From an optimization exercise on the open Yosys and OpenROAD flow, aimed at small area and a short achievable clock period; shortcuts taken in it are not production practice. At most, simulation tests tie the RTL to the original design; equivalence was not proved. Function not checked in runs 1 and 2: the RTL went through the layout flow alone.

## flow/design.v

```verilog
module muldiv_engine #(
    parameter int MULT_CYCLES = 5,
    parameter int DIV_CYCLES  = 10
) (
    input  logic        clk,
    input  logic        reset,
    input  logic        start,
    input  logic [2:0]  op,
    input  logic [31:0] d1,
    input  logic [31:0] d2,
    input  logic        flush,
    output logic        busy,
    output logic [31:0] hi,
    output logic [31:0] lo
);
    logic        busy_reg;
    logic [3:0]  cnt_reg;
    logic        is_div_reg, sgn_reg, sa_reg, bprev_reg;
    logic        dpre_reg, dstep_reg, last_reg, busy_out_reg;
    logic [31:0] a_reg, l_reg;
    logic [33:0] h_reg;
    logic [31:0] hi_reg, lo_reg;
    assign busy = busy_out_reg;
    assign hi   = hi_reg;
    assign lo   = lo_reg;
    wire accept = start && !flush && !busy_reg && (op != 3'd0) && (op != 3'd7);
    wire op_md  = (op == 3'd1) || (op == 3'd2) || (op == 3'd3) || (op == 3'd4);
    wire last     = last_reg;
    wire div_pre  = dpre_reg;
    wire div_step = dstep_reg;
    logic sb_reg;
    wire sb       = sb_reg;
    wire dz       = (a_reg == 32'd0);
    wire [34:0] m35  = {{3{sgn_reg & a_reg[31]}}, a_reg};
    wire [34:0] m35x2 = {m35[33:0], 1'b0};
    localparam int BLK = 5;
    function automatic logic [34:0] add35(input logic [34:0] x, input logic [34:0] y,
                                          input logic cin);
        logic [34:0] s;
        logic        c, s0, pre, cblk;
        c = cin; pre = 1'b1; cblk = 1'b0;
        for (int i = 0; i < 35; i++) begin
            if (i % BLK == 0 && i != 0) begin
                c = 1'b0; pre = 1'b1;
            end
            s0 = x[i] ^ y[i] ^ c;
            c  = (x[i] & y[i]) | (c & (x[i] ^ y[i]));
            s[i] = (i < BLK) ? s0 : (s0 ^ (cblk & pre));
            pre  = pre & s0;
            if (i % BLK == BLK - 1) cblk = (i < BLK) ? c : (c | (pre & cblk));
        end
        add35 = s;
    endfunction
    function automatic logic [31:0] cneg32(input logic [31:0] x, input logic neg);
        logic [31:0] s;
        logic        z;
        z = 1'b0;
        for (int i = 0; i < 32; i++) begin
            s[i] = x[i] ^ (neg & z);
            z    = z | x[i];
        end
        cneg32 = s;
    endfunction
    logic [34:0] t [0:3];
    logic [3:0]  qb;
    logic [7:0]  pbits;
    always_comb begin
        for (int j = 0; j < 4; j++) begin
            logic [34:0] x, y;
            logic        one, two, neg, b2, b1, b0, rs;
            if (j == 0) begin
                rs = h_reg[33];
                if (div_step) x = {h_reg[32], h_reg[32:0], l_reg[31] & ~div_pre};
                else          x = {h_reg[33], h_reg};
            end else begin
                rs = t[j-1][34];
                if (div_step) x = {t[j-1][32], t[j-1][32:0], l_reg[31-j] & ~div_pre};
                else          x = {t[j-1][34], t[j-1][34], t[j-1][34:2]};
            end
            b2 = l_reg[2*j+1];
            b1 = l_reg[2*j];
            b0 = (j == 0) ? bprev_reg : l_reg[2*j-1];
            if (is_div_reg) begin
                if (last) begin
                    one = rs; two = 1'b0; neg = rs & sb;          
                end else begin
                    one = 1'b1; two = 1'b0; neg = ~(rs ^ sb);     
                end
            end else if (last) begin
                one = bprev_reg & ~sgn_reg; two = 1'b0; neg = 1'b0;   
            end else begin
                one = b1 ^ b0;
                two = (b2 & ~b1 & ~b0) | (~b2 & b1 & b0);
                neg = b2;
            end
            y = (({35{one}} & m35) | ({35{two}} & m35x2)) ^ {35{neg}};
            t[j] = add35(x, y, neg);
            qb[3-j] = ~t[j][34];
            pbits[2*j+1 -: 2] = t[j][1:0];
        end
    end
    wire        neg_l  = div_pre ? (sgn_reg & l_reg[31]) : (is_div_reg & (sa_reg ^ sb));
    wire [31:0] l_neg  = cneg32(l_reg, neg_l);
    wire        neg_h  = is_div_reg & sa_reg;
    wire [31:0] h_res  = cneg32(t[0][31:0], neg_h);
    always_ff @(posedge clk) begin
        if (!busy_reg) begin
            a_reg      <= d2;
            l_reg      <= d1;
            h_reg      <= 34'd0;
            bprev_reg  <= 1'b0;
            sgn_reg    <= (op == 3'd1) || (op == 3'd3);
            sb_reg     <= ((op == 3'd1) || (op == 3'd3)) && d2[31];
            is_div_reg <= (op == 3'd3) || (op == 3'd4);
            if (op == 3'd1 || op == 3'd2) cnt_reg <= 4'd5;
            else                          cnt_reg <= 4'd10;
            dpre_reg   <= (op == 3'd3) || (op == 3'd4);
            dstep_reg  <= (op == 3'd3) || (op == 3'd4);
            last_reg   <= 1'b0;
        end else begin
            cnt_reg   <= cnt_reg - 4'd1;
            dpre_reg  <= 1'b0;
            dstep_reg <= is_div_reg && (cnt_reg != 4'd2);
            last_reg  <= (cnt_reg == 4'd2);
            if (is_div_reg) h_reg <= t[3][33:0];
            else            h_reg <= {t[3][34], t[3][34:2]};
            if (div_pre) begin
                l_reg  <= l_neg;
                sa_reg <= sgn_reg & l_reg[31];
            end else if (is_div_reg) begin
                l_reg <= {l_reg[27:0], qb};
            end else begin
                l_reg     <= {pbits, l_reg[31:8]};
                bprev_reg <= l_reg[7];
            end
        end
        if (reset) begin
            busy_reg <= 1'b0;
            busy_out_reg <= 1'b0;
            hi_reg   <= 32'd0;
            lo_reg   <= 32'd0;
        end else if (!busy_reg) begin
            busy_reg <= accept && op_md;
            busy_out_reg <= start && !flush && op_md;
            if (accept && op == 3'd5) hi_reg <= d1;
            if (accept && op == 3'd6) lo_reg <= d1;
        end else if (last) begin
            busy_reg <= 1'b0;
            busy_out_reg <= 1'b0;
            if (!(is_div_reg && dz)) begin
                hi_reg <= h_res;
                lo_reg <= l_neg;
            end
        end
    end
endmodule
```

## flow/flow/run.sh

```bash
#!/bin/bash
# Standard ORFS layout, with plain buf_1 cells as the port buffers, the repair steps
# asked to leave setup slack to spare at the design's clock period, and larger clock
# sink clusters (fewer leaf clock buffers).
set -euo pipefail
export BUFFER_PORTS_ARGS="-buffer_cell sky130_fd_sc_hd__buf_1"
export SETUP_SLACK_MARGIN=102.8
export CTS_ARGS="-sink_clustering_enable -repair_clock_nets -dont_use_dummy_load -sink_clustering_size 30 -sink_clustering_max_diameter 150"
bash standard.sh finish > standard.log 2>&1
```

## flow/standard.sh

```bash
#!/bin/bash
# synth_recipe.tcl (not shown) runs the flow's synth.tcl, then flattens the netlist and writes it again
# the make line also repeats each setting of config.mk as NAME=value (left out here)
make -C /OpenROAD-flow-scripts/flow DESIGN_CONFIG=/design/flow/config.mk WORK_HOME=/design/flow/orfs CLKGATE_MAP_FILE= SYNTH_SCRIPT=/design/flow/synth_recipe.tcl "${@:-finish}"
```

## flow/config.mk

```make
export PLATFORM = sky130hd
export DESIGN_NAME = muldiv_engine
export DESIGN_NICKNAME = muldiv_engine
export VERILOG_FILES = /design/flow/design.v
export SDC_FILE = /design/flow/constraint.sdc
export NUM_CORES = 4
export LEC_CHECK = 0
export ABC_AREA = 1
export CAP_MARGIN = 20
export CORE_MARGIN = 2
export CORE_UTILIZATION = 50
export SLEW_MARGIN = 20
```

## flow/constraint.sdc

```tcl
create_clock -name core_clock -period 130.0 [get_ports {clk}]
set_input_delay 26.0000 -clock core_clock [delete_from_list [all_inputs] [get_ports {clk}]]
set_output_delay 26.0000 -clock core_clock [all_outputs]
set_load 0.01 [all_outputs]
```

==> results of run 1 <==
-- worst register-to-register path, delay by kind of cell (launching register included) --
kind | cells | cell delay (ns)
DFF | 1 | 0.86
and+or+nand+nor | 76 | 8.37
AOI/OAI and AO/OA | 13 | 2.13
buffers and inverters | 10 | 2.63
adders and majority gates | 22 | 9.03
xor gates and xnor gates | 4 | 0.80
-- synth_stat cells (8+ instances only) --
master	instances	area, µm²
nand2_2	22	138
a22oi_1	27	203
nand2_4	20	225
a21oi_1	35	175
ha_1	54	676
buf_1	11	41.3
fa_1	108	2160
o22ai_2	41	513
nand2_1	430	1610
o22ai_1	122	763
nand4_4	16	340
inv_1	193	724
inv_2	10	37.5
clkbuf_8	8	110
edfxtp_1	37	1110
xor2_1	100	876
buf_6	10	113
or2_2	28	175
nor4_1	8	50.1
dfxtp_1	139	2780
nand3_2	8	80.1
a31oi_1	58	363
nor2_1	37	139
xnor2_1	122	1070
clkbuf_1	84	315
a31o_2	15	131
nand4_1	10	62.6
nand3_1	79	395
o21ai_0	235	1180
nor2_4	25	282
nor2_2	15	93.8
o211ai_1	11	82.6
-- cells by family after synthesis --
group / Yosys count / synth area share [%]
AOI/OAI and AO/OA: 562 / 20.4
muxes: 2 / 0.114
buffers and inverters: 330 / 8.36
adders and majority gates: 162 / 16.2
xor gates and xnor gates: 222 / 11.1
DFF: 176 / 22.2
and+or+nand+nor: 715 / 21.7
-- cell type report --
cell class / count / share of cell area, %
sequential: 176 / 20.9
timing repair buffer: 161 / 3.93
tap: 455 / 3.05
inverter: 208 / 4.33
multi-input combinational: 1663 / 65.5
clock buffer: 17 / 2.28
-- repair_timing --
action                                  4_1_cts  5_1_grt
buffers inserted                              1        1
pin swaps                                     1        1
resized for setup                             7        5
endpoints found under the setup margin       28       26
endpoints found under the hold margin         0        0
gates cloned                                  0        1
-- metrics by stage --
stage / instance area, µm²
5_1_grt: 18700
3_3_place_gp: 18100
2_1_floorplan: 17500
3_5_place_dp: 18200
4_1_cts: 18600
6_report: 18700
-- worst paths after layout --
path / startpoint / end / slack (ns) / cells past startpoint
max: hi_reg[28] / hi[28] / 102.97 / 1
min: cnt_reg[0] / cnt_reg[0] / 0.44 / 1
max reg2reg: is_div_reg / l_reg[0] / 106.03 / 125
min reg2reg: cnt_reg[0] / cnt_reg[0] / 0.44 / 1
-- routing by layer --
metal / vias up / routed length, µm
li1: 7481 / -
met1: 7484 / 24000
met2: 522 / 25000
met3: 79 / 3070
met4: 0 / 1340
met5: - / 0
==> summary.md, run 1 <==
| Metric | Value |
|---|---|
| Commonest non-fill, non-tap cell in the layout | `nand2_1` |
| Clock buffer depth | `2` |
| Final period util | `20.8%` |
| First-pass GRT wire length | `82900 µm` |
| Area grow syn2layout | `6.41%` |
| Worst Path Max Fanout | `2` |
| Gr busiest metal | `met2` |
| Startpoint Class | `register` |
| Starting density of the core | `50.8%` |
| Vias | `15566` |
| Vias in the first global route | `about 15000` |
| # setup viols final | `0` |
| Number of antenna diodes | `0` |
| Critical path class | `reg2out` |
| Final setup margin | `just over 100 ns` |
| Util after Layout | `54.0%` |
| Total global-route track usage | `between 20% and 30%` |
| Max FFs per register | `34` |
| WP data arrival | `just over 1 ns` |
| Post-detail-place hpwl | `~40000 µm` |
| Clk slew on worst S/H paths | `0.07 ns` |
| Mapped Cells | `2169` |
| Crit-path max cell delay | `0.37 ns` |
| Syn_area_per_cell | `8.08 µm²` |
| Mapped cell area | `17500 µm²` |
| Core area | `approximately 35000 µm²` |
| Worst Hold Class | `reg2reg` |
| Total Neg Setup Slack | `0 ns` |
| Inst Count DP | `2660` |
| F_max | `approximately 0.037 GHz` |
| Slew @ Worst Pin | `1.05 ns` |
| Die Wd | `191 µm` |
| Top FF cell, synth | `dfxtp_1` |
| # hold bufs at CTS | `0` |
| Register area share after synthesis | `approximately 22%` |
| 1st-iter DRT viols | `1098` |
| CP Cell Sequence | `buf_1` |
| Die area | `36600 µm²` |
| Num CTS Buffers | `17` |
| GPL Wtd Cong | `0.937` |
| FF/Latch Area | `3900 µm²` |
| Crit path buf inv count | `1` |
| Total wire length | `53400 µm` |
| Yosys warning count | `2` |
| # DRC | `0` |
| GR Layer Usage met3 | `3.43%` |
| Final hold vios | `0` |
| Status | `timing/DRC/antenna clean` |
| Required @ worst endpoint | `about 100 ns` |
| GRT met1 Usage | `roughly 40%` |
| First drt pass iteration count | `5` |
| Kind of cell adding the most delay to the critical path | `flip-flops` |
| Distinct cells, synth | `62` |
| Post-synth EDFFs | `37` |
| Critical-path top delay cell | `dfxtp_1` |
| Post-Syn Nets | `2402` |
| Row cnt | `slightly below 70` |
| Most frequent cells in the layout | `nand2_1, o21ai_0, inv_1` |
| Vias per inst | `5.81` |
| Fin crit period | `between 20 and 30 ns` |
| Htree depth | `4` |
| # IOs | `136` |
| Largest net degree at the start of global routing | `70` |
| Area occupied by multi-input gates | `between 10000 and 15000 µm²` |
| Max-cap viol count | `0` |
| GRT overflow | `0` |
| Clock skew | `0.0402 ns` |
| CTS tree | `done` |
| Buffers on Ports | `around 140` |
| Crit. End Element | `primary output` |
| Initial antenna violation count | `0` |
| Latest clock arrival within the worst-skew pair | `0.47 ns` |
| Max-slew headroom | `29.4%` |
| Antenna-violating nets left | `0` |
| Max Slew Vio Count | `0` |
| Layout cells sized above 1 | `12.4%` |
| Hold_ws | `0.442 ns` |
| Fillers | `3398` |
| Setup WS pre-CTS | `101.91 ns` |
| Ys async rst share | `0%` |
| Die Y-Extent | `about 190 µm` |
| Fin cells | `2680` |
| Nets@finish | `2460` |
| Wire length per cell | `19.9 µm` |
| Met2 GRT Util | `49.2%` |
| Seq cells post-synth | `176` |
| Clk sinks | `between 150 and 200` |
| CTS root buf | `clkbuf_16` |
| RSZ-0062 raised after global routing | `no` |
==> run 2, diff against run 1 <==
--- a/flow/design.v
+++ b/flow/design.v
@@ -33,7 +33,7 @@
     wire dz       = (a_reg == 32'd0);
     wire [34:0] m35  = {{3{sgn_reg & a_reg[31]}}, a_reg};
     wire [34:0] m35x2 = {m35[33:0], 1'b0};
-    localparam int BLK = 5;
+    localparam int BLK = 7;
     function automatic logic [34:0] add35(input logic [34:0] x, input logic [34:0] y,
                                           input logic cin);
         logic [34:0] s;
==> run 2 against run 1 <==
Die area shrank 4.2%; critical path depth is the same; via count grew 1.0%; worst setup slack lost 0.064 ns; global-route usage grew 1.8 points; clock skew shrank 0.019 ns; design area shrank 0.76%; non-clock buffer count grew 43; cell count grew 2.0%; still clean on timing, DRC and antenna; register-to-register slack lost 1.9 ns.
==> summary.md, run 2 <==
| Metric | Value |
|---|---|
| Row cnt | `67` |
| Area post-placement | `17600 µm²` |
| Ys async rst share | `0%` |
| Fillers | `3265` |
| Worst Hold End | `cnt_reg[0]` |
| Mux cell area share after synthesis | `0.358%` |
| Cell count of the worst hold path | `1` |
| Register area share after synthesis | `23.2%` |
| Hold_ws | `0.443 ns` |
| # IOs | `between 100 and 150` |
| Critical-path top delay cell | `dfxtp_1` |
| Max-slew headroom | `between 20 and 25%` |
| Fin crit period | `approximately 27 ns` |
| Initial antenna violation count | `0` |
| Clk slew on worst S/H paths | `0.08 ns` |
| Slew @ Worst Pin | `1.16 ns` |
| Mapped cell area | `16800 µm²` |
| Count leader, synth | `nand2_1` |
| Max-cap viol count | `0` |
| Clock skew | `0.0215 ns` |
| Total wire length | `between 50000 and 60000 µm` |
| Critical path class | `reg2out` |
| CP Cell Sequence | `buf_1` |
| Syn_area_per_cell | `7.67 µm²` |
| Wire length per cell | `20.4 µm` |
| Final period util | `20.8%` |
| Final setup margin | `102.91 ns` |
| Die Wd | `187 µm` |
| Worst Path Max Fanout | `2` |
| Mapped Cells | `2188` |
| Htree depth | `4` |
| WP data arrival | `1.09 ns` |
| Worst Hold Class | `reg2reg` |
| Total Neg Setup Slack | `0 ns` |
| Post-Syn Nets | `roughly 2400` |
| Status | `timing/DRC/antenna clean` |
| Most frequent cells after synthesis | `nand2_1, o21ai_0, inv_1, xnor2_1, dfxtp_1` |
| Distinct cells, synth | `56` |
| Synth Area in Simple Gates | `20.1%` |
| Crit. End Element | `primary output` |
| Antenna-violating nets left | `0` |
| Number of antenna diodes | `0` |
| Compound-Gate Fraction of Synth Area | `around a fifth` |
| Hold path startpoint | `cnt_reg[0]` |
| Die Y-Extent | `187 µm` |
| Clk sinks | `about 180` |
| Setup WS pre-CTS | `approximately 100 ns` |
| Commonest non-fill, non-tap cell in the layout | `nand2_1` |
| R2R Path End | `l_reg[0]` |
| Required @ worst endpoint | `104.00 ns` |
| First-pass GRT wire length | `85000 µm` |
| Final hold vios | `0` |
| Vias in the first global route | `14857` |
| Finished Cell Area | `18500 µm²` |
| Buffers on Ports | `135` |
| Crit path buf inv count | `1` |
| Vias per inst | `5.75` |
| F_max | `0.0369 GHz` |
| CTS root buf | `clkbuf_16` |
| GRT overflow | `0` |
| Stages on worst setup path | `1` |
| Top FF cell, synth | `dfxtp_1` |
| Largest net degree at the start of global routing | `72` |
| Total global-route track usage | `31.2%` |
| Vias | `~16000` |
| Max Slew Vio Count | `0` |
| Startpoint Class | `register` |
| 1st-iter DRT viols | `roughly 1300` |
| Adder-cell share of the synthesized area | `16.7%` |
| Num CTS Buffers | `17` |
| Post-detail-place hpwl | `41100 µm` |
| Die area | `35100 µm²` |
| Post-Synth XOR/XNOR Area | `11.4%` |
| Max FFs per register | `34` |
| Crit-path max cell delay | `about 0.43 ns` |
| CTS tree | `done` |
| FF/Latch Area | `between 3000 and 4000 µm²` |
| Nets@finish | `~2500` |
| Starting density of the core | `50.4%` |
| Seq cells post-synth | `176` |
| GPL Wtd Cong | `0.929` |
| # DRC | `0` |
| Area grow syn2layout | `10.3%` |
| Largest family of logic cells by synthesized area | `simple AND/OR/NAND/NOR gates` |
| Area leader, netlist | `dfxtp_1` |
| Clock buffer depth | `2` |
| Top-area cell type share of the netlist area | `16.6%` |
| # setup viols final | `0` |
| Reg2reg start | `is_div_reg` |
| RSZ-0062 raised after global routing | `yes` |
| First drt pass iteration count | `5` |
| Synth area leaders | `dfxtp_1, fa_1, nand2_1, xnor2_1, o21ai_0` |
| Area occupied by multi-input gates | `approximately 12000 µm²` |
| Kind of cell adding the most delay to the critical path | `flip-flops` |
| Flop2flop setup slack | `approximately 100 ns` |
| Most frequent cells in the layout | `nand2_1, o21ai_0, inv_1` |
| Post-synth EDFFs | `37` |
| FF-to-FF path depth | `between 100 and 150` |
| Layout cells sized above 1 | `11.2%` |
| Yosys warning count | `2` |
| Core area | `33300 µm²` |
| Latest clock arrival within the worst-skew pair | `0.46 ns` |
| # hold bufs at CTS | `0` |
[run 2: per-layer routing]
layer	vias to the layer above	track usage [%]	routed length [µm]
met1	7536	42.0	24300
met2	581	51.5	26000
met3	78	3.90	3630
met5	-	0	0
li1	7526	-	-
met4	0	12.0	1840
[run 2: cell families (layout without fill, tap and decap cells)]
kind of cell    Yosys count  in the layout
compound gates          539            539
xor+xnor                218            218
fa+ha+maj               154            154
buf+inv                 361            458
flops                   176            176
mux                       6              6
simple gates            734            734
[run 2: final cells by class]
cell class,instances,share of cell area [%]
Clock buffer,17,2.30
Inverter,237,4.88
Multi-Input combinational cell,1651,62.5
Sequential cell,176,21.1
Timing Repair Buffer,204,6.18
Tap cell,448,3.03
[run 2: what timing repair did]
item,in CTS,in global routing
gates cloned,0,4
resized for setup,5,42
endpoints found under the setup margin,35,80
setup buffers,4,35
hold endpoints to repair,0,0
pin swaps,1,8
[run 2: worst max-delay path by stage]
stage	start	endpoint
floorplan	flush	hi_reg[30]
global placement	op[2]	hi_reg[15]
detailed placement	op[2]	hi_reg[16]
CTS	sb_reg	l_reg[0]
global route	is_div_reg	l_reg[0]
finish	hi_reg[31]	hi[31]
[run 2: metrics by stage]
stage	utilization, %	instances
after floorplan	-	2188
after global placement	52.8	2673
after detailed placement	52.8	2673
after CTS	54.2	2694
after global routing	55.6	2733
final	55.6	2733
==> run 3, diff against run 2 <==
--- a/flow/design.v
+++ b/flow/design.v
@@ -33,7 +33,7 @@
     wire dz       = (a_reg == 32'd0);
     wire [34:0] m35  = {{3{sgn_reg & a_reg[31]}}, a_reg};
     wire [34:0] m35x2 = {m35[33:0], 1'b0};
-    localparam int BLK = 7;
+    localparam int BLK = 6;
     function automatic logic [34:0] add35(input logic [34:0] x, input logic [34:0] y,
                                           input logic cin);
         logic [34:0] s;
--- a/flow/config.mk
+++ b/flow/config.mk
@@ -8,5 +8,5 @@
 export ABC_AREA = 1
 export CAP_MARGIN = 20
 export CORE_MARGIN = 2
-export CORE_UTILIZATION = 50
+export CORE_UTILIZATION = 60
 export SLEW_MARGIN = 20
==> run 3 against run 2 <==
The layout now fails its checks (capacitance limit, slew limit); global-route usage up 3.9 points; largest cell class unchanged; critical path depth grew 7; area after synthesis up 2.9%; synthesized cell count increased by 1.3%; critical endpoint is now hi_reg[22]; sequential cell count did not move.
==> summary.md, run 3 <==
| Metric | Value |
|---|---|
| Status | `complete, but fails checks` |
| Layout check failures | `capacitance limit, slew limit` |
| Setup WS pre-CTS | `102.08 ns` |
| Htree depth | `4` |
| Max Slew Vio Count | `6` |
| Largest net degree at the start of global routing | `86` |
| RSZ-0062 raised after global routing | `yes` |
| Mapped Cells | `2217` |
| Worst Hold Class | `reg2reg` |
| Area leader, netlist | `dfxtp_1` |
| Nets@finish | `approximately 2500` |
| Yosys warning count | `2` |
| GPL Wtd Cong | `~0.9` |
| Number of antenna diodes | `0` |
| Layout cells sized above 1 | `10.7%` |
| Startpoint Class | `primary input` |
| Post-synth EDFFs | `37` |
| Max FFs per register | `34` |
| Most frequent cells in the layout | `nand2_1, inv_1, o21ai_0` |
| Crit. End Element | `register` |
| Commonest non-fill, non-tap cell in the layout | `nand2_1` |
| Starting density of the core | `60.5%` |
| Slew @ Worst Pin | `just under 3 ns` |
| # hold bufs at CTS | `0` |
| Register area share after synthesis | `22.5%` |
| Crit-path max cell delay | `0.41 ns` |
| Most frequent cells after synthesis | `nand2_1, inv_1, o21ai_0, o22ai_1, dfxtp_1` |
| Final period util | `between 20% and 30%` |
| Num CTS Buffers | `17` |
| Mapped cell area | `17300 µm²` |
| Most frequent CP cell | `nand2_2` |
| Total Neg Setup Slack | `0 ns` |
| CTS tree | `done` |
| # IOs | `136` |
| Util after Layout | `64.4%` |
| Antenna-violating nets left | `0` |
| Max-slew headroom | `-99.7%` |
| # setup viols final | `0` |
| Die Y-Extent | `between 150 and 200 µm` |
| Synth area leaders | `dfxtp_1, fa_1, nand2_1, xnor2_1, edfxtp_1` |
| First-pass GRT wire length | `around 83000 µm` |
| First drt pass iteration count | `6` |
| Total wire length | `roughly 54000 µm` |
| 1st-iter DRT viols | `1688` |
| Latest clock arrival within the worst-skew pair | `0.46 ns` |
| Vias in the first global route | `15027` |
| Fin crit period | `roughly 27 ns` |
| Final setup margin | `102.83 ns` |
| Count leader, synth | `nand2_1` |
| Total global-route track usage | `35.2%` |
| Clk slew on worst S/H paths | `0.08 ns` |
| GRT overflow | `0` |
| F_max | `between 0.03 and 0.04 GHz` |
| Initial antenna violation count | `1` |
| CP Cell Sequence | `buf_1 > nand2_1 > o21ai_0 > a21oi_1 > nand2_2 > nand2_2 > clkbuf_16 > a31oi_1` |
| Row cnt | `62` |
| Core area | `28500 µm²` |
| Top FF cell, synth | `dfxtp_1` |
| Critical-path top delay cell | `clkbuf_16` |
| Inst Count DP | `between 2000 and 3000` |
| Critical path class | `in2reg` |
| Vias per inst | `6.02` |
| CTS root buf | `clkbuf_16` |
| Die area | `30200 µm²` |
| WP data arrival | `27.55 ns` |
| Ys async rst share | `0%` |
| Clock buffer depth | `2` |
| Area grow syn2layout | `6.33%` |
| Syn_area_per_cell | `7.80 µm²` |
| Clk sinks | `between 150 and 200` |
| Max-cap viol count | `1` |
| Distinct cells, synth | `56` |
| Fin cells | `2664` |
| # DRC | `0` |
| Crit path buf inv count | `2` |
| Seq cells post-synth | `176` |
| Post-Syn Nets | `2446` |
| Top-area cell type share of the netlist area | `between 15 and 20%` |
| Worst Path Max Fanout | `8` |
| Kind of cell adding the most delay to the critical path | `simple AND/OR/NAND/NOR gates` |
| Die Wd | `174 µm` |
| Wire length per cell | `20.2 µm` |
| Buffers on Ports | `135` |
| Final hold vios | `0` |
| Required @ worst endpoint | `130.38 ns` |
| Post-detail-place hpwl | `39200 µm` |
| Vias | `16048` |
| Clock skew | `0.0270 ns` |
-- run 3: routing by layer --
layer,GRT usage [%],part of all wire (%)
met1,50.4,44
met2,54.5,44
met5,0,0.024
met4,9.14,2.2
met3,6.91,10
-- run 3: final cells by class --
cell class              count  area [µm²]
inverters                 236         887
multi-input cells        1684       11900
repair buffers            167         791
fillers                  2661       10200
well taps                 384         480
clock buffers              17         425
flip-flops and latches    176        3900
-- run 3: cells by family (layout without fill, tap and decap cells) --
kind of cell / Yosys count / in the layout / synth area share, %
xor gates and xnor gates: 224 / 224 / 11.4
and+or+nand+nor: 771 / 774 / 22.1
adders and majority gates: 158 / 158 / 16.3
buffers and inverters: 360 / 420 / 9.01
DFF: 176 / 176 / 22.5
AOI/OAI and AO/OA: 528 / 528 / 18.7
-- run 3: what timing repair did --
| item | CTS | global route |
|---|---|---|
| resized for setup | 1 | 10 |
| setup endpoints to repair | 32 | 62 |
| pin swaps | 0 | 2 |
| setup buffers | 0 | 7 |
| gates cloned | 0 | 4 |
-- run 3: through the flow --
stage	hold slack, ns	instance area [µm²]
2_1_floorplan	0.412	17300
3_3_place_gp	0.424	17800
3_5_place_dp	0.431	17800
4_1_cts	0.442	18200
5_1_grt	0.466	18400
6_report	0.439	18400
-- run 3: final timing paths --
check             start          to  slack (ns)  cells past startpoint
max reg2reg    last_reg    l_reg[0]      104.38                    143
min          cnt_reg[0]  cnt_reg[0]        0.44                      1
max               op[0]  hi_reg[22]      102.83                      8
min reg2reg  cnt_reg[0]  cnt_reg[0]        0.44                      1
==> run 4, diff against run 3 <==
--- a/flow/flow/run.sh
+++ b/flow/flow/run.sh
@@ -4,6 +4,6 @@
 # sink clusters (fewer leaf clock buffers).
 set -euo pipefail
 export BUFFER_PORTS_ARGS="-buffer_cell sky130_fd_sc_hd__buf_1"
-export SETUP_SLACK_MARGIN=102.8
+export SETUP_SLACK_MARGIN=102.9
 export CTS_ARGS="-sink_clustering_enable -repair_clock_nets -dont_use_dummy_load -sink_clustering_size 30 -sink_clustering_max_diameter 150"
 bash standard.sh finish > standard.log 2>&1
--- a/flow/config.mk
+++ b/flow/config.mk
@@ -8,5 +8,5 @@
 export ABC_AREA = 1
 export CAP_MARGIN = 20
 export CORE_MARGIN = 2
-export CORE_UTILIZATION = 60
+export CORE_UTILIZATION = 50
 export SLEW_MARGIN = 20
==> run 4 against run 3 <==
Now clean on timing, DRC and antenna; die area is 20% higher; non-clock buffer count is 4 lower; clock skew is 0.0018 ns lower; highest routed layer is now met4.
==> summary.md, run 4 <==
| Metric | Value |
|---|---|
| Status | `timing/DRC/antenna clean` |
| Antenna-violating nets left | `0` |
| Post-synth EDFFs | `37` |
| Flop2flop setup slack | `104.70 ns` |
| Mapped cell area | `17300 µm²` |
| Kind of cell adding the most delay to the critical path | `flip-flops` |
| Worst Path Max Fanout | `2` |
| Post-Synth XOR/XNOR Area | `11.4%` |
| First-pass GRT wire length | `between 80000 and 90000 µm` |
| RSZ-0062 raised after global routing | `yes` |
| Syn_area_per_cell | `7.80 µm²` |
| GRT overflow | `0` |
| Gr busiest metal | `met2` |
| Area post-placement | `17900 µm²` |
| Clock skew | `around 0.025 ns` |
| Vias | `15716` |
| Max Slew Vio Count | `0` |
| Die Wd | `190 µm` |
| CTS tree | `done` |
| Clk sinks | `around 180` |
| Crit path buf inv count | `1` |
| Commonest non-fill, non-tap cell in the layout | `nand2_1` |
| Final period util | `20.8%` |
| GPL Wtd Cong | `approximately 0.9` |
| # setup viols final | `0` |
| Starting density of the core | `50.4%` |
| Critical-path top delay cell | `dfxtp_1` |
| Layout cells sized above 1 | `10.5%` |
| Number of antenna diodes | `0` |
| Met2 GRT Util | `47.2%` |
| Stages on worst setup path | `1` |
| Register area share after synthesis | `22.5%` |
| Yosys warning count | `2` |
| Most frequent cells after synthesis | `nand2_1, inv_1, o21ai_0, o22ai_1, dfxtp_1` |
| GRT met1 Usage | `between 40 and 50%` |
| Total global-route track usage | `between 30% and 40%` |
| Mux cell area share after synthesis | `0%` |
| Buffers on Ports | `around 140` |
| GR Layer Usage met3 | `4.02%` |
| Seq cells post-synth | `176` |
| Wire length per cell | `19.6 µm` |
| CP Launch Point | `hi_reg[30]` |
| Mapped Cells | `2217` |
| Clk slew on worst S/H paths | `0.07 ns` |
| CP Cell Sequence | `buf_1` |
| Synth area leaders | `dfxtp_1, fa_1, nand2_1, xnor2_1, edfxtp_1` |
| Most frequent cells in the layout | `nand2_1, inv_1, o21ai_0` |
| Largest net degree at the start of global routing | `69` |
| Area grow syn2layout | `6.92%` |
| Required @ worst endpoint | `between 100 and 150 ns` |
| Ys async rst share | `0%` |
| Die area | `between 30000 and 40000 µm²` |
| # DRC | `0` |
| Core area | `approximately 34000 µm²` |
| 1st-iter DRT viols | `1234` |
| Max-cap viol count | `0` |
| Final setup margin | `around 100 ns` |
| Htree depth | `4` |
| Total wire length | `53600 µm` |
| Nets@finish | `approximately 2500` |
| R2R Path End | `l_reg[0]` |
| Synth Area in Simple Gates | `22.1%` |
| Total Neg Setup Slack | `0 ns` |
| Hold_ws | `roughly 0.44 ns` |
| Reg2reg start | `last_reg` |
| Max-slew headroom | `between 40% and 50%` |
| Final hold vios | `0` |
| Crit path to | `hi[30]` |
| Crit. End Element | `primary output` |
| Num CTS Buffers | `17` |
| Clock buffer depth | `2` |
| First drt pass iteration count | `8` |
| Die Y-Extent | `190 µm` |
| Post-Syn Nets | `2446` |
| Finished Cell Area | `18500 µm²` |
| Fin crit period | `between 20 and 30 ns` |
| Largest family of logic cells by synthesized area | `simple AND/OR/NAND/NOR gates` |
| Startpoint Class | `register` |
| Row cnt | `between 60 and 70` |
| Top-area cell type share of the netlist area | `between 10% and 20%` |
| F_max | `0.0370 GHz` |
| Vias per inst | `5.76` |
| Initial antenna violation count | `0` |
| Post-detail-place hpwl | `40500 µm` |
| Setup WS pre-CTS | `101.94 ns` |
| Max FFs per register | `34` |
| Distinct cells, synth | `56` |
| Top FF cell, synth | `dfxtp_1` |
| Slew @ Worst Pin | `0.866 ns` |
| Critical path class | `reg2out` |
| Crit-path max cell delay | `0.40 ns` |
| Latest clock arrival within the worst-skew pair | `0.46 ns` |
| Vias in the first global route | `14886` |
| Count leader, synth | `nand2_1` |
| Compound-Gate Fraction of Synth Area | `around a fifth` |
| Hold path startpoint | `cnt_reg[0]` |
| FF-to-FF path depth | `143` |
| WP data arrival | `1.03 ns` |
| Adder-cell share of the synthesized area | `16.3%` |
| Area leader, netlist | `dfxtp_1` |
| # IOs | `136` |
| CTS root buf | `clkbuf_16` |
| Worst Hold Class | `reg2reg` |
-- run 4: layer usage --
layer | part of all wire, % | vias to the layer above | routed length [µm]
met5 | 0 | - | 0
met4 | 2.3 | 0 | 1210
met3 | 7.4 | 68 | 3970
met2 | 44 | 599 | 23700
met1 | 46 | 7506 | 24700
li1 | - | 7543 | -
-- run 4: cell families after synthesis --
kind of cell,after synthesis
adder cells (fa/ha/maj),158
AND/OR/NAND/NOR,771
AO/OA/AOI/OAI,528
buffers and inverters,360
XOR/XNOR,224
flip-flops,176
-- run 4: worst min-delay path by stage --
stage            endpoint  slack, ns  cells after the start
2_1_floorplan  cnt_reg[0]       0.41                      1
3_3_place_gp   cnt_reg[0]       0.43                      1
3_5_place_dp   cnt_reg[0]       0.44                      1
4_1_cts        cnt_reg[0]       0.44                      1
5_1_grt        cnt_reg[0]       0.47                      1
6_report       cnt_reg[0]       0.44                      1
-- run 4: repair_timing --
action | 4_1_cts | 5_1_grt
endpoints found under the setup margin | 63 | 55
gates resized for setup | 4 | 23
hold buffers | 0 | 0
pin swaps | 1 | 0
gates cloned | 1 | 0
setup buffers | 0 | 4
-- run 4: area by class of cell --
| cell class | count | area [µm²] |
|---|---|---|
| fillers | 3365 | 15800 |
| multi-input cells | 1682 | 11900 |
| flip-flops and latches | 176 | 3900 |
| inverters | 236 | 891 |
| repair buffers | 163 | 762 |
| well taps | 455 | 569 |
| clock buffers | 17 | 425 |
-- run 4: metrics by stage --
step	instances	utilization, %
after floorplan	2217	-
after global placement	2707	52.2
after detailed placement	2707	52.2
after CTS	2725	53.6
after global routing	2729	53.9
final	2729	53.9
==> run 5, diff against run 4 <==
--- a/flow/flow/run.sh
+++ b/flow/flow/run.sh
@@ -4,6 +4,6 @@
 # sink clusters (fewer leaf clock buffers).
 set -euo pipefail
 export BUFFER_PORTS_ARGS="-buffer_cell sky130_fd_sc_hd__buf_1"
-export SETUP_SLACK_MARGIN=102.9
+export SETUP_SLACK_MARGIN=102.7
 export CTS_ARGS="-sink_clustering_enable -repair_clock_nets -dont_use_dummy_load -sink_clustering_size 30 -sink_clustering_max_diameter 150"
 bash standard.sh finish > standard.log 2>&1
==> run 5 against run 4 <==
Still clean; clock skew barely moved; register-to-register slack got worse by 0.43 ns; non-clock buffer count fell by 4; die area did not move; utilization fell by 0.30 points; worst hold slack improved by 0.0043 ns; area after synthesis did not move; sequential share of layout area rose by 0.12 points; critical path depth rose by 7; global-route usage rose by 0.12 points; cell count fell by 0.18%; critical path type is now in2reg; critical endpoint is now hi_reg[23]; highest routed layer unchanged.
==> summary.md, run 5 <==
| Metric | Value |
|---|---|
| Die Wd | `190 µm` |
| Mapped cell area | `17300 µm²` |
| Startpoint Class | `primary input` |
| Setup WS pre-CTS | `101.95 ns` |
| Clock buffer depth | `2` |
| Post-detail-place hpwl | `40500 µm` |
| WP data arrival | `27.41 ns` |
| Mapped Cells | `2217` |
| Post-Syn Nets | `around 2400` |
| Distinct cells, synth | `56` |
| Vias in the first global route | `15138` |
| Crit path buf inv count | `2` |
| Reg2reg start | `sb_reg` |
| Final period util | `20.9%` |
| Top sig layer | `met4` |
| Final hold vios | `0` |
| Clk sinks | `176` |
| Largest net degree at the start of global routing | `between 70 and 80` |
| Area grow syn2layout | `6.33%` |
| Die Y-Extent | `190 µm` |
| Post-synth EDFFs | `37` |
| Flop2flop setup slack | `104.27 ns` |
| Required @ worst endpoint | `130.29 ns` |
| 1st-iter DRT viols | `1232` |
| Starting density of the core | `50.4%` |
| CTS tree | `done` |
| Slew @ Worst Pin | `0.866 ns` |
| Initial antenna violation count | `0` |
| Htree depth | `4` |
| Yosys warning count | `2` |
| GPL Wtd Cong | `0.922` |
| Vias | `roughly 16000` |
| Largest family of logic cells by synthesized area | `simple AND/OR/NAND/NOR gates` |
| Num CTS Buffers | `17` |
| Most frequent cells in the layout | `nand2_1, inv_1, o21ai_0` |
| Total wire length | `between 50000 and 60000 µm` |
| Max FFs per register | `34` |
| Adder-cell share of the synthesized area | `16.3%` |
| Wire length per cell | `19.6 µm` |
| Worst Path Max Fanout | `62` |
| # IOs | `between 100 and 150` |
| Layout cells sized above 1 | `10.1%` |
| Worst Hold Class | `reg2reg` |
| Critical-path top delay cell | `o21ai_0` |
| Max-slew headroom | `42.2%` |
| Met2 wire length | `23600 µm` |
| Kind of cell adding the most delay to the critical path | `compound AO/OA/AOI/OAI gates` |
| Number of antenna diodes | `0` |
| Core area | `34300 µm²` |
| Hold_ws | `0.443 ns` |
| Vias per inst | `5.71` |
| Most frequent CP cell | `o21ai_0` |
| Area post-placement | `17900 µm²` |
| Total Neg Setup Slack | `0 ns` |
| Met3 wire length | `4000 µm` |
| Compound-Gate Fraction of Synth Area | `18.7%` |
| Crit-path max cell delay | `0.30 ns` |
| Cell count of the worst hold path | `1` |
| Latest clock arrival within the worst-skew pair | `between 0.4 and 0.5 ns` |
| Post-CTS setup buffers | `0` |
| Total global-route track usage | `approximately 30%` |
| Fillers | `3367` |
| # hold bufs at CTS | `0` |
| # setup viols final | `0` |
| Fin crit period | `27.12 ns` |
| Buffers on Ports | `135` |
| Top FF cell, synth | `dfxtp_1` |
| Max-cap viol count | `0` |
| Clock skew | `~0.025 ns` |
| Area leader, netlist | `dfxtp_1` |
| Clk slew on worst S/H paths | `0.06 ns` |
| Top-area cell type share of the netlist area | `16.1%` |
| Met1 Wirelength | `24700 µm` |
| Syn_area_per_cell | `roughly 8 µm²` |
| Antenna-violating nets left | `0` |
| # DRC | `0` |
| Commonest non-fill, non-tap cell in the layout | `nand2_1` |
| Register area share after synthesis | `between 20% and 30%` |
| Final setup margin | `102.88 ns` |
| First-pass GRT wire length | `roughly 85000 µm` |
| Status | `timing/DRC/antenna clean` |
| Count leader, synth | `nand2_1` |
| Hold path startpoint | `cnt_reg[0]` |
| CTS root buf | `clkbuf_16` |
| Max Slew Vio Count | `0` |
| Crit. End Element | `register` |
| GRT overflow | `0` |
| Seq cells post-synth | `around 180` |
| Synth area leaders | `dfxtp_1, fa_1, nand2_1, xnor2_1, edfxtp_1` |
| Finished Cell Area | `around 18000 µm²` |
| Critical path class | `in2reg` |
| Row cnt | `68` |
| Most frequent cells after synthesis | `nand2_1, inv_1, o21ai_0, o22ai_1, dfxtp_1` |
| Nets@finish | `2500` |
| Synth Area in Simple Gates | `22.1%` |
| FF-to-FF path depth | `~140` |
| F_max | `roughly 0.037 GHz` |
| Mux cell area share after synthesis | `0%` |
| RSZ-0062 raised after global routing | `no` |
| CP Cell Sequence | `buf_1 > inv_1 > o21ai_0 > a21oi_1 > nand2_1 > nand2_8 > o21ai_0 > a31oi_1` |
| Worst Hold End | `cnt_reg[0]` |
| Die area | `36100 µm²` |
| R2R Path End | `l_reg[0]` |
| First drt pass iteration count | `5` |
| Ys async rst share | `0%` |
| Post-Synth XOR/XNOR Area | `11.4%` |
[run 5: changes by cell type in the layout (fill, tap and decap cells not counted)]
cell       change
clkbuf_16      -2
a21oi_1        +1
buf_4          -3
nand2_1        +1
nor3_2         -1
a21oi_2        -1
nand2_8        -2
buf_6          -1
nor3_1         +1
clkbuf_8       +2
[run 5: area by class of cell]
cell class / instances / area, µm² / share of cell area, %
Timing Repair Buffer: 159 / 706 / 3.84
Multi-Input combinational cell: 1681 / 11900 / 64.7
Tap cell: 455 / 569 / 3.10
Inverter: 236 / 891 / 4.85
Clock buffer: 17 / 425 / 2.31
Sequential cell: 176 / 3900 / 21.2
[run 5: worst max-delay path by stage]
stage / from / endpoint / slack [ns] / cells after the start
final: op[2] / hi_reg[23] / 102.88 / 8
after floorplan: flush / hi_reg[30] / 102.86 / 10
after global placement: flush / hi_reg[28] / 102.09 / 11
after CTS: op[2] / hi_reg[28] / 102.79 / 9
after detailed placement: op[2] / hi_reg[28] / 101.95 / 9
after global routing: flush / hi_reg[31] / 102.71 / 11
[run 5: repair_timing]
item | 4_1_cts | 5_1_grt
pin swaps | 0 | 1
endpoints found under the hold margin | 0 | 0
gates resized for setup | 1 | 12
setup endpoints to repair | 32 | 38
[run 5: layer usage]
layer / global-route usage, % / up-vias
met2: 47.6 / 586
li1: - / 7515
met5: 0 / -
met3: 4.15 / 65
met4: 8.23 / 0
met1: 43.5 / 7383
[run 5: logic make-up after synthesis]
family,count (synthesis)
AOI/OAI and AO/OA,528
xor gates and xnor gates,224
adders and majority gates,158
buffers and inverters,360
DFF,176
and+or+nand+nor,771
[run 5: through the flow]
| stage | util, % | cells |
|---|---|---|
| global placement | 52.2 | 2707 |
| detailed placement | 52.2 | 2707 |
| CTS | 53.5 | 2724 |
| global route | 53.6 | 2724 |
| finish | 53.6 | 2724 |
| floorplan | - | 2217 |
[run 5: worst register-to-register path, delay by kind of cell (launching register included)]
family	cells	cell delay (ns)
AOI/OAI and AO/OA	9	1.31
xor gates and xnor gates	5	1.28
adders and majority gates	28	11.66
buffers and inverters	8	1.71
DFF	1	0.51
and+or+nand+nor	93	9.09
==> run 6, diff against run 5 <==
--- a/flow/flow/run.sh
+++ b/flow/flow/run.sh
@@ -4,6 +4,6 @@
 # sink clusters (fewer leaf clock buffers).
 set -euo pipefail
 export BUFFER_PORTS_ARGS="-buffer_cell sky130_fd_sc_hd__buf_1"
-export SETUP_SLACK_MARGIN=102.7
+export SETUP_SLACK_MARGIN=102.8
 export CTS_ARGS="-sink_clustering_enable -repair_clock_nets -dont_use_dummy_load -sink_clustering_size 30 -sink_clustering_max_diameter 150"
 bash standard.sh finish > standard.log 2>&1
==> run 6 against run 5 <==
Still clean; count of clock-buffer cells in the layout did not move; routed wire length rose by 1.4%; non-clock buffer count rose by 2; die area did not move; fmax barely moved; via count rose by 0.72%; area after synthesis did not move; clock skew fell by 0.0016 ns; critical path depth did not move; critical path type unchanged.
==> summary.md, run 6 <==
| Metric | Value |
|---|---|
| Post-synth EDFFs | `37` |
| GRT overflow | `0` |
| Commonest non-fill, non-tap cell in the layout | `nand2_1` |
| Largest net degree at the start of global routing | `just under 80` |
| Clk slew on worst S/H paths | `0.06 ns` |
| Most frequent cells after synthesis | `nand2_1, inv_1, o21ai_0, o22ai_1, dfxtp_1` |
| Post-detail-place hpwl | `40500 µm` |
| Area post-placement | `17900 µm²` |
| Antenna-violating nets left | `0` |
| # setup viols final | `0` |
| GPL Wtd Cong | `0.922` |
| CTS tree | `done` |
| Worst Path Max Fanout | `31` |
| Vias per inst | `between 5 and 6` |
| CTS root buf | `clkbuf_16` |
| # hold bufs at CTS | `0` |
| Required @ worst endpoint | `130.34 ns` |
| Row cnt | `68` |
| Crit. End Element | `register` |
| F_max | `approximately 0.037 GHz` |
| # DRC | `0` |
| Vias | `15661` |
| Clk sinks | `176` |
| Layout cells sized above 1 | `10.3%` |
| Top-area cell type share of the netlist area | `between 10% and 20%` |
| Util after Layout | `53.7%` |
| Max-slew headroom | `41.4%` |
| RSZ-0062 raised after global routing | `no` |
| Final hold vios | `0` |
| Critical path class | `in2reg` |
| Flop2flop setup slack | `104.32 ns` |
| Area leader, netlist | `dfxtp_1` |
| Max FFs per register | `34` |
| Most frequent cells in the layout | `nand2_1, inv_1, o21ai_0` |
| First drt pass iteration count | `6` |
| Worst Hold Class | `reg2reg` |
| First-pass GRT wire length | `84800 µm` |
| Area grow syn2layout | `6.55%` |
| Starting density of the core | `50.4%` |
| Seq cells post-synth | `176` |
| Buffers on Ports | `135` |
| Die Wd | `190 µm` |
| 1st-iter DRT viols | `1237` |
| Total wire length | `54100 µm` |
| Nets@finish | `between 2000 and 3000` |
| Count leader, synth | `nand2_1` |
| Initial antenna violation count | `0` |
| Num CTS Buffers | `17` |
| Max-cap viol count | `0` |
| Htree depth | `4` |
| Fillers | `3363` |
| Fin crit period | `27.13 ns` |
| Total Neg Setup Slack | `0 ns` |
| Yosys warning count | `2` |
| Distinct cells, synth | `56` |
| Total global-route track usage | `30.2%` |
| Vias in the first global route | `15138` |
| Clock buffer depth | `2` |
| WP data arrival | `around 27 ns` |
| Die area | `36100 µm²` |
| Final period util | `between 20% and 30%` |
| Slew @ Worst Pin | `slightly below 0.9 ns` |
| Core area | `34300 µm²` |
| Ys async rst share | `0%` |
| Register area share after synthesis | `22.5%` |
| Finished Cell Area | `18400 µm²` |
| Post-Syn Nets | `2446` |
| Wire length per cell | `19.8 µm` |
| Latest clock arrival within the worst-skew pair | `0.46 ns` |
| Startpoint Class | `primary input` |
| Die Y-Extent | `190 µm` |
| Top FF cell, synth | `dfxtp_1` |
| Clock skew | `0.0231 ns` |
| Syn_area_per_cell | `7.80 µm²` |
| Mapped Cells | `2217` |
| Mapped cell area | `17300 µm²` |
| Max Slew Vio Count | `0` |
| Synth area leaders | `dfxtp_1, fa_1, nand2_1, xnor2_1, edfxtp_1` |
| # IOs | `136` |
| Number of antenna diodes | `0` |
| Status | `timing/DRC/antenna clean` |
[run 6: cell counts after synthesis]
No cell type changed its count.
[run 6: layout make-up]
class / count / area [µm²] / area share (%)
multi-input cells: 1682 / 11900 / 64.7
flip-flops and latches: 176 / 3900 / 21.2
inverters: 236 / 891 / 4.84
repair buffers: 161 / 721 / 3.91
well taps: 455 / 569 / 3.09
clock buffers: 17 / 425 / 2.31
[run 6: worst paths after layout]
path              startpoint    endpoint  cells past startpoint
setup / recovery       op[2]  hi_reg[28]                      8
hold / removal    cnt_reg[0]  cnt_reg[0]                      1
setup reg to reg      sb_reg    l_reg[0]                    143
hold reg to reg   cnt_reg[0]  cnt_reg[0]                      1
[run 6: logic make-up after synthesis]
kind of cell             count (synthesis)  synth area share (%)
adder cells (fa/ha/maj)                158                  16.3
AND/OR/NAND/NOR                        771                  22.1
XOR/XNOR                               224                  11.4
flip-flops                             176                  22.5
buffers and inverters                  360                  9.01
AO/OA/AOI/OAI                          528                  18.7
[run 6: routing by layer]
metal  track usage [%]  wire [µm]  vias up
li1                  -          -     7513
met1              43.5      25000     7501
met2              47.6      24000      585
met3              4.15       4000       62
met4              8.23       1110        0
met5                 0          0        -
[run 6: per-stage QoR]
stage | cells | setup slack (ns) | hold slack (ns)
global placement | 2707 | 102.09 | 0.425
detailed placement | 2707 | 101.95 | 0.440
floorplan | 2217 | 102.86 | 0.412
global route | 2727 | 102.79 | 0.473
finish | 2727 | 102.87 | 0.443
CTS | 2724 | 102.87 | 0.449
[run 6: timing repair]
item / in CTS / in global routing
gates cloned: 0 / 1
gates resized for setup: 2 / 14
setup buffers: 0 / 2
pin swaps: 0 / 1
hold endpoints to repair: 0 / 0
setup endpoints to repair: 32 / 25
[run 6: worst max-delay path, stage by stage]
cell and delay (ns):
buf_1 0.20, inv_1 0.13, nor3_1 0.33, nand2_4 0.20, nand2_8 0.23, inv_1 0.12
a21oi_1 0.14, a21oi_1 0.08
==> run 7, diff against run 6 <==
==> flow/run.sh (new file) <==
#!/bin/bash
# synth_recipe.tcl (not shown) runs the flow's synth.tcl, then flattens the netlist and writes it again
# the make line also repeats each setting of config.mk as NAME=value (left out here)
make -C /OpenROAD-flow-scripts/flow DESIGN_CONFIG=/design/flow/config.mk WORK_HOME=/design/flow/orfs CLKGATE_MAP_FILE= SYNTH_SCRIPT=/design/flow/synth_recipe.tcl finish
removed: flow/flow/run.sh
removed: flow/standard.sh
==> run 7 against run 6 <==
Still clean; design area increased by 5.0%; global-route usage increased by 0.60 points; synthesized cell count is the same; sequential cell count unchanged; utilization grew 2.7 points; cell count increased by 0.44%; critical endpoint unchanged.
==> summary.md, run 7 <==
| Metric | Value |
|---|---|
| Status | `timing/DRC/antenna clean` |
| # IOs | `136` |
| CP Cell Sequence | `clkdlybuf4s50_1 > inv_1 > o21ai_0 > a21oi_1 > nand2_1 > nand2_4 > inv_1 > a21oi_1 > a21oi_1` |
| Slew @ Worst Pin | `1.04 ns` |
| F_max | `0.0363 GHz` |
| Syn_area_per_cell | `7.80 µm²` |
| Clk slew on worst S/H paths | `0.08 ns` |
| Clock skew | `0.0172 ns` |
| Startpoint Class | `primary input` |
| # setup viols final | `0` |
| Top-area cell type share of the netlist area | `16.1%` |
| Max-slew headroom | `between 30% and 40%` |
| Buffers on Ports | `around 140` |
| Final hold vios | `0` |
| Commonest non-fill, non-tap cell in the layout | `nand2_1` |
| Count leader, synth | `nand2_1` |
| Initial antenna violation count | `0` |
| Latest clock arrival within the worst-skew pair | `0.47 ns` |
| Max-cap viol count | `0` |
| CTS root buf | `clkbuf_16` |
| Area grow syn2layout | `11.9%` |
| FF-to-FF path depth | `142` |
| Vias | `~16000` |
| R2R Path End | `l_reg[0]` |
| Die Wd | `190 µm` |
| Worst Path Max Fanout | `62` |
| Clk sinks | `176` |
| Required @ worst endpoint | `around 130 ns` |
| Most frequent cells in the layout | `nand2_1, inv_1, o21ai_0` |
| Top FF cell, synth | `dfxtp_1` |
| Clock buffer depth | `2` |
| Most frequent CP cell | `a21oi_1` |
| # DRC | `0` |
| Reg2reg start | `is_div_reg` |
| Vias in the first global route | `15400` |
| First drt pass iteration count | `5` |
| Critical-path top delay cell | `clkdlybuf4s50_1` |
| Synth area leaders | `dfxtp_1, fa_1, nand2_1, xnor2_1, edfxtp_1` |
| Vias per inst | `5.74` |
| Seq cells post-synth | `176` |
| Fin crit period | `27.58 ns` |
| Most frequent cells after synthesis | `nand2_1, inv_1, o21ai_0, o22ai_1, dfxtp_1` |
| Total Neg Setup Slack | `0 ns` |
| Post-Syn Nets | `between 2000 and 2500` |
| Register area share after synthesis | `between 20% and 30%` |
| Max FFs per register | `34` |
| Flop2flop setup slack | `103.32 ns` |
| Crit. End Element | `register` |
| Core area | `approximately 34000 µm²` |
| RSZ-0062 raised after global routing | `no` |
| 1st-iter DRT viols | `about 1300` |
| First-pass GRT wire length | `approximately 86000 µm` |
| Area leader, netlist | `dfxtp_1` |
| Number of antenna diodes | `0` |
| Row cnt | `around 70` |
| CTS tree | `done` |
| Total wire length | `roughly 54000 µm` |
| Mapped cell area | `roughly 17000 µm²` |
| Distinct cells, synth | `56` |
| Cell count of the worst hold path | `1` |
| Num CTS Buffers | `17` |
| GRT overflow | `0` |
| Hold path startpoint | `cnt_reg[0]` |
| Htree depth | `4` |
| Yosys warning count | `2` |
| Worst Hold Class | `reg2reg` |
| Max Slew Vio Count | `0` |
| Antenna-violating nets left | `0` |
| Die Y-Extent | `190 µm` |
| Die area | `about 36000 µm²` |
| Critical path class | `in2reg` |
| Largest net degree at the start of global routing | `68` |
| Worst Hold End | `cnt_reg[0]` |
| Layout cells sized above 1 | `10.6%` |
| GPL Wtd Cong | `0.908` |
| Mapped Cells | `2217` |
| Ys async rst share | `0%` |
| Starting density of the core | `50.4%` |
| Hold_ws | `roughly 0.44 ns` |
| Post-detail-place hpwl | `41300 µm` |
| Post-synth EDFFs | `37` |
| Wire length per cell | `19.9 µm` |
| Total global-route track usage | `30.8%` |
| Final period util | `21.2%` |
| WP data arrival | `27.95 ns` |
| # hold bufs at CTS | `0` |
| Post-CTS sizing | `0` |
| Crit-path max cell delay | `roughly 0.49 ns` |
| Post-CTS setup buffers | `0` |
| Nets@finish | `2500` |
## run 7: cell type report
cell class / instances / area, µm²
fill: 3256 / 14900
multi-input combinational: 1681 / 11900
sequential: 176 / 3900
timing repair buffer: 159 / 1540
inverter: 236 / 888
tap: 455 / 569
clock buffer: 18 / 429
clock inverter: 14 / 145
## run 7: metal layers
metal | GRT usage, % | up-vias | wire length (µm)
met5 | 0 | - | 0
met2 | 48.8 | 561 | 24200
met4 | 8.83 | 0 | 1280
li1 | - | 7538 | -
met3 | 6.11 | 73 | 4160
met1 | 42.9 | 7551 | 24800
## run 7: logic make-up after synthesis
family / after synthesis / synth area share [%]
AOI/OAI and AO/OA: 528 / 18.7
xor gates and xnor gates: 224 / 11.4
adders and majority gates: 158 / 16.3
buffers and inverters: 360 / 9.01
DFF: 176 / 22.5
and+or+nand+nor: 771 / 22.1
## run 7: stage by stage
step           worst slack (ns)  instance area [µm²]  std cells  util [%]
4_1_cts                  102.12                19300       2738      56.3
3_5_place_dp             101.61                18700       2706      54.7
2_1_floorplan            102.86                17300       2217         -
3_3_place_gp             101.75                18700       2706      54.7
6_report                 102.42                19300       2739      56.4
5_1_grt                  101.64                19300       2739      56.4
## run 7: critical path, delay by kind of cell
kind	cells	cell delay, ns
AOI/OAI and AO/OA	4	0.50
and+or+nand+nor	2	0.59
buffers and inverters	3	0.80
## run 7: how the worst max path moves through the flow
stage,from,end,cells past startpoint
finish,op[2],hi_reg[28],9
global placement,op[2],hi_reg[28],9
global route,is_div_reg,l_reg[0],142
floorplan,flush,hi_reg[30],10
detailed placement,op[2],hi_reg[28],9
CTS,op[2],hi_reg[28],9

-- static timing again, ports no longer ideal --
The flow's constraints put no driver on any port. The routed layouts listed below were extracted and timed again, unchanged, in two steps.
Step 1 assumes that a clkbuf_16 drives the clock port and a buf_2 every other input.
Step 2 times the ports against the registers' clock, not the clock port: input delays grow and output delays shrink by t, the midpoint of the rising clock arrivals with the driver on.
a / b / c = no drivers / after step 1 / after step 2; a / b = the first two.
run	shift t [ns]	setup slack, ns	cell pins on the clock port's net
run 1	0.505	102.974 / 102.919 / 102.508	1
run 2	0.504	102.910 / 102.854 / 102.476	1
run 3	0.497	102.829 / 102.854 / 102.364	1
run 4	0.503	102.971 / 102.917 / 102.538	1
run 5	0.502	102.883 / 102.910 / 102.409	1
run 6	0.501	102.872 / 102.900 / 102.399	1
run 7	0.520	102.416 / 102.448 / 101.929	1
For run 7, which loses most, drivers alone change the setup slack by +0.032 ns; drivers and shift together by -0.487 ns.
